Source: an optimization exercise on an open RTL-to-GDS flow (aim: small area, a short achievable clock period and few clock cycles per item). Production flows keep margins and buffers that such runs may drop. In this exercise RTL edits were held to simulation tests only and were not proved equivalent to the original. Power is estimated from default activity; no workload was simulated.

== job 8380 ==
==> flow/design.v (excerpt) <==
module beacon_id_table_to_channel_mapper_unit (
  input  logic         clk,
  input  logic         rst_n,
  input  logic         in_valid,
  output logic         in_ready,
  input  logic [1:0]   in_opcode,
  input  logic [7:0]   in_payload_length,
  input  logic [15:0]  in_company_id,
  input  logic [63:0]  in_sensor_id,
  input  logic [7:0]   in_accel_x,
  input  logic [7:0]   in_accel_y,
  input  logic [7:0]   in_accel_z,
  output logic         out_valid,
  input  logic         out_ready,
  output logic [3:0]   out_status,
  output logic [3:0]   out_entry_index,
  output logic [6:0]   out_channel_base,
  output logic [7:0]   out_x_positive,
  output logic [7:0]   out_x_negative,
  output logic [7:0]   out_y_positive,
  output logic [7:0]   out_y_negative,
  output logic [7:0]   out_z_positive,
  output logic [7:0]   out_z_negative,
  output logic         out_send_request,
  output logic         out_all_known_seen,
  input  logic         cfg_we,
  input  logic         cfg_wdata
);
For scale: ~3,900 cells after synthesis, about 1,300 flip-flops, about 190 I/O pins, about 56,000 um2 of cells after synthesis.
clock: 5.0 ns
lec_check: 0
abc_clock_period_in_ps: 2000
cap_margin: 20
core_margin: 2
core_utilization: 60
setup_slack_margin: 3.0
slew_margin: 20
standard.sh (not shown) runs the stock make flow with config.mk's settings and CLKGATE_MAP_FILE= SYNTH_SCRIPT=/design/flow/synth_recipe.tcl, a recipe that flattens the netlist after the stock synthesis.
==> flow/flow/run.sh <==
#!/bin/bash
# The standard layout, except that the port buffers are buf_4 cells: left to itself
# buffer_ports picks a delay cell (clkdlybuf4s50_1) for every input and output port.
set -euo pipefail
export BUFFER_PORTS_ARGS="-buffer_cell sky130_fd_sc_hd__buf_4"
bash standard.sh > standard.log 2>&1
Job 8380 completed every stage of the flow, and the final layout passed the timing, DRC and antenna checks.
Testbench counts of job 8380, summed over its fixed seeds: cycles 4,816, items 4,800.
The inputs of job 7411 differ from those of job 8380 as listed below.
Settings: ABC_CLOCK_PERIOD_IN_PS no longer set, was 2000; CTS_CLUSTER_DIAMETER now 120, previously not set; CTS_BUF_LIST now sky130_fd_sc_hd__clkbuf_16, previously not set; PLACE_DENSITY now 0.8, previously not set; CTS_CLUSTER_SIZE now 25, previously not set; CORE_UTILIZATION now 40, was 60; SETUP_SLACK_MARGIN now 2.5, was 3.0.
Results
Compared to job 8380, job 7411 has critical path's largest stage delay 260 ps higher.
Summary of job 7411 over job 8380: final worst setup slack now sits higher; maximum frequency went up by 22 MHz; horizontal die dimension +69 um.
Row starting utilization of the core area: job 7411 lower / job 8380 higher
In the flow results for job 8380 and job 7411, the total core area is smaller on job 8380.
Total number of cells along the worst setup path: job 7411 lower than job 8380
Job 7411 closes out successfully: all stages finished, all timing, DRC and antenna checks passed.
Job 7411 ends up with higher share of power burned in combinational logic than job 8380 does.
Final area down 7.0% in job 7411 wrt job 8380
Setup changes, job 7411 to job 1889
Settings: CTS_BUF_LIST removed (was sky130_fd_sc_hd__clkbuf_16); CTS_CLUSTER_SIZE removed (was 25); PLACE_DENSITY removed (was 0.8); CTS_CLUSTER_DIAMETER removed (was 120).
==> run notes <==
Job 7411 -> job 1889: die outline area flat. Worst-margin pin slew: job 7411 and job 1889 compared, lower one is job 1889. Number of routed nets with antenna violations across job 7411 and job 1889: no real change. Looking at post-route cell area, job 1889 sits 5.5% higher than job 7411 does. Taking job 7411 as 1.0, job 1889 lands at 1.09 on first-pass GRT wire length.
Here is what was changed in the inputs of job 9780 compared with job 1889.
Settings: an added CTS_CLUSTER_SIZE of 30; an added CTS_CLUSTER_DIAMETER of 120; an added CTS_BUF_LIST of sky130_fd_sc_hd__clkbuf_16.
==> comparison <==
The run showing the greater portion of the clock cycle consumed by the worst path in the final layout is job 9780.
Cells: job 9780 has fewer instances than job 1889
Worst setup slack: lower on job 9780
Delta (job 9780 minus job 1889): total power density per cell area fell by 15%; end-of-flow core utilization fell by 2.4 points; clock share of power fell by 14 points.

Setup of run A:
beacon_id_table_to_channel_mapper_unit, a different RTL version from the one above (not shown whole).
For scale: roughly 3700 cells after synthesis, about 190 I/O pins, ~0.055 sq mm of cells after synthesis.
clock: 5.0 ns
lec_check: 0
cap_margin: 20
core_margin: 2
core_utilization: 60
cts_buf_list: sky130_fd_sc_hd__clkbuf_16
cts_cluster_diameter: 120
cts_cluster_size: 25
place_density: 0.8
setup_slack_margin: 2.5
slew_margin: 20
Scripts as last shown in full above: flow/flow/run.sh
Run A ran to completion and came out clean on the timing, DRC and antenna checks.
Testbench counts of run A, summed over its fixed seeds: cycles 4,816, items 4,800.
[inputs] run B vs run A
- CORE_UTILIZATION now 40, was 60
Results
- On die area: between run A and run B, it ends up lower for run A.
- Run B vs run A — number of well taps rose 51%.
- Summary of run B over run A: worst setup skew after layout grew by 0.015 ns, area of all placed cells without fillers grew by 600 sq um, via count shrank by 1.5%, met3 demand-to-capacity share in global routing shrank by 3.7 points.
Changes in run C relative to run B:
==> flow/flow/run.sh <==
#!/bin/bash
# The standard layout, except for the port buffers: left to itself buffer_ports picks a
# delay cell (clkdlybuf4s50_1) for every port. Here every port gets a buf_4, and after global
# placement the input port buffers become buf_8 (flow/ports.tcl), as most input ports fan
# out to the 17 id comparators.
set -euo pipefail
export BUFFER_PORTS_ARGS="-buffer_cell sky130_fd_sc_hd__buf_4"
export POST_GLOBAL_PLACE_TCL="$PWD/flow/ports.tcl"
bash standard.sh > standard.log 2>&1
==> flow/flow/ports.tcl (new file) <==
# after global placement: the input port buffers (buf_4, from buffer_ports) become buf_8,
# as most input ports fan out to the 17 id comparators
set n_up 0
foreach port [get_ports -filter "direction == input"] {
  if {[get_full_name $port] == "clk"} { continue }
  foreach pin [get_pins -of_objects [get_nets [get_full_name $port]] -filter "direction == input"] {
    set inst [get_cells -of_objects $pin]
    if {[get_property $inst ref_name] == "sky130_fd_sc_hd__buf_4"} {
      replace_cell $inst sky130_fd_sc_hd__buf_8
      incr n_up
    }
  }
}
puts "flow/ports.tcl: $n_up input port buffers now buf_8"
[summary]
Run C finished every step from synthesis to the final layout, and the layout passed the timing, DRC and antenna checks.
| routed via count divided by cell count | run C vs run B | ≈ equal |
Run B -> run C: wire length of the first global-routing pass increased slightly
Run C against run B: non-clock buffer share of cell area rose 1.3 points; sum of internal, switching and leakage power rose 0.34%; hold slack fell 0.023 ns.
The source of the critical timing path comes out in_sensor_id[33] in one run and s2_id[52]$_DFF_P_ in the other, namely in run C and run B respectively.
From run C to run B, clock-buffer cell count did not move at all.
Across both runs, core occupancy in the finished layout was higher for run C than for run B.
In terms of detailed-route via count, run B and run C differ only marginally.
Diff run B -> run C | worst setup slack | increase of 0.013 ns
The inputs of run D differ from those of run C as listed below.
==> flow/flow/run.sh <==
#!/bin/bash
# The standard layout, except that the port buffers are buf_2 cells: left to itself
# buffer_ports picks a delay cell (clkdlybuf4s50_1) for every input and output port.
set -euo pipefail
export BUFFER_PORTS_ARGS="-buffer_cell sky130_fd_sc_hd__buf_2"
bash standard.sh > standard.log 2>&1
removed: flow/flow/ports.tcl
[summary]
- Total power of run D exceeds that of run C slightly.
- Share of the core filled with cells in the final layout sits lower in run D than in run C.
- Run D and run C ended up with nearly the same final critical-path share of the clock period.
- Of run D and run C, it is run D that has the higher hold slack.
- Run C → run D: average vias per placed instance now smaller; area of all placed cells without fillers decreased by about 0.6% relative to the old numbers.
- Multi-input gate share of the layout cell area (lower): run C

==> port drivers added, routing unchanged <==
The flow's constraints put no driver on any port. The routed layouts listed below were extracted and timed again, unchanged, in two steps.
Step 1 (the two cells are an assumption about what drives the block):
set clk [get_ports {clk}]
set_driving_cell -lib_cell sky130_fd_sc_hd__clkbuf_16 $clk
set_driving_cell -lib_cell sky130_fd_sc_hd__buf_2 [delete_from_list [all_inputs] $clk]
Step 2, shift: input delay + t, output delay - t, t = (earliest + latest rising clock arrival at the registers) / 2. This alone moves slack from input paths to output paths.
Three values: ideal ports, drivers, drivers and shift; two values: the first two.
| run | t, ns | slack for setup (ns) | worst setup path after step 2 |
|---|---|---|---|
| job 8380 | 0.823 | 2.262 / 2.262 / 2.044 | input to register |
| job 7411 | 0.768 | 2.419 / 2.419 / 1.719 | input to register |
| job 1889 | 0.845 | 2.420 / 2.420 / 1.658 | input to register |
| job 9780 | 0.783 | 2.311 / 2.311 / 1.703 | input to register |
| run A | 0.768 | 2.299 / 2.299 / 1.676 | input to register |
| run B | 0.795 | 2.373 / 2.373 / 1.633 | input to register |
| run C | 0.799 | 2.385 / 2.392 / 1.593 | input to register |
| run D | 0.794 | 2.380 / 2.395 / 1.628 | input to register |
After both steps every run listed still meets setup and hold. For run C, which loses most, drivers alone change the setup slack by +0.007 ns; drivers and shift together by -0.792 ns.
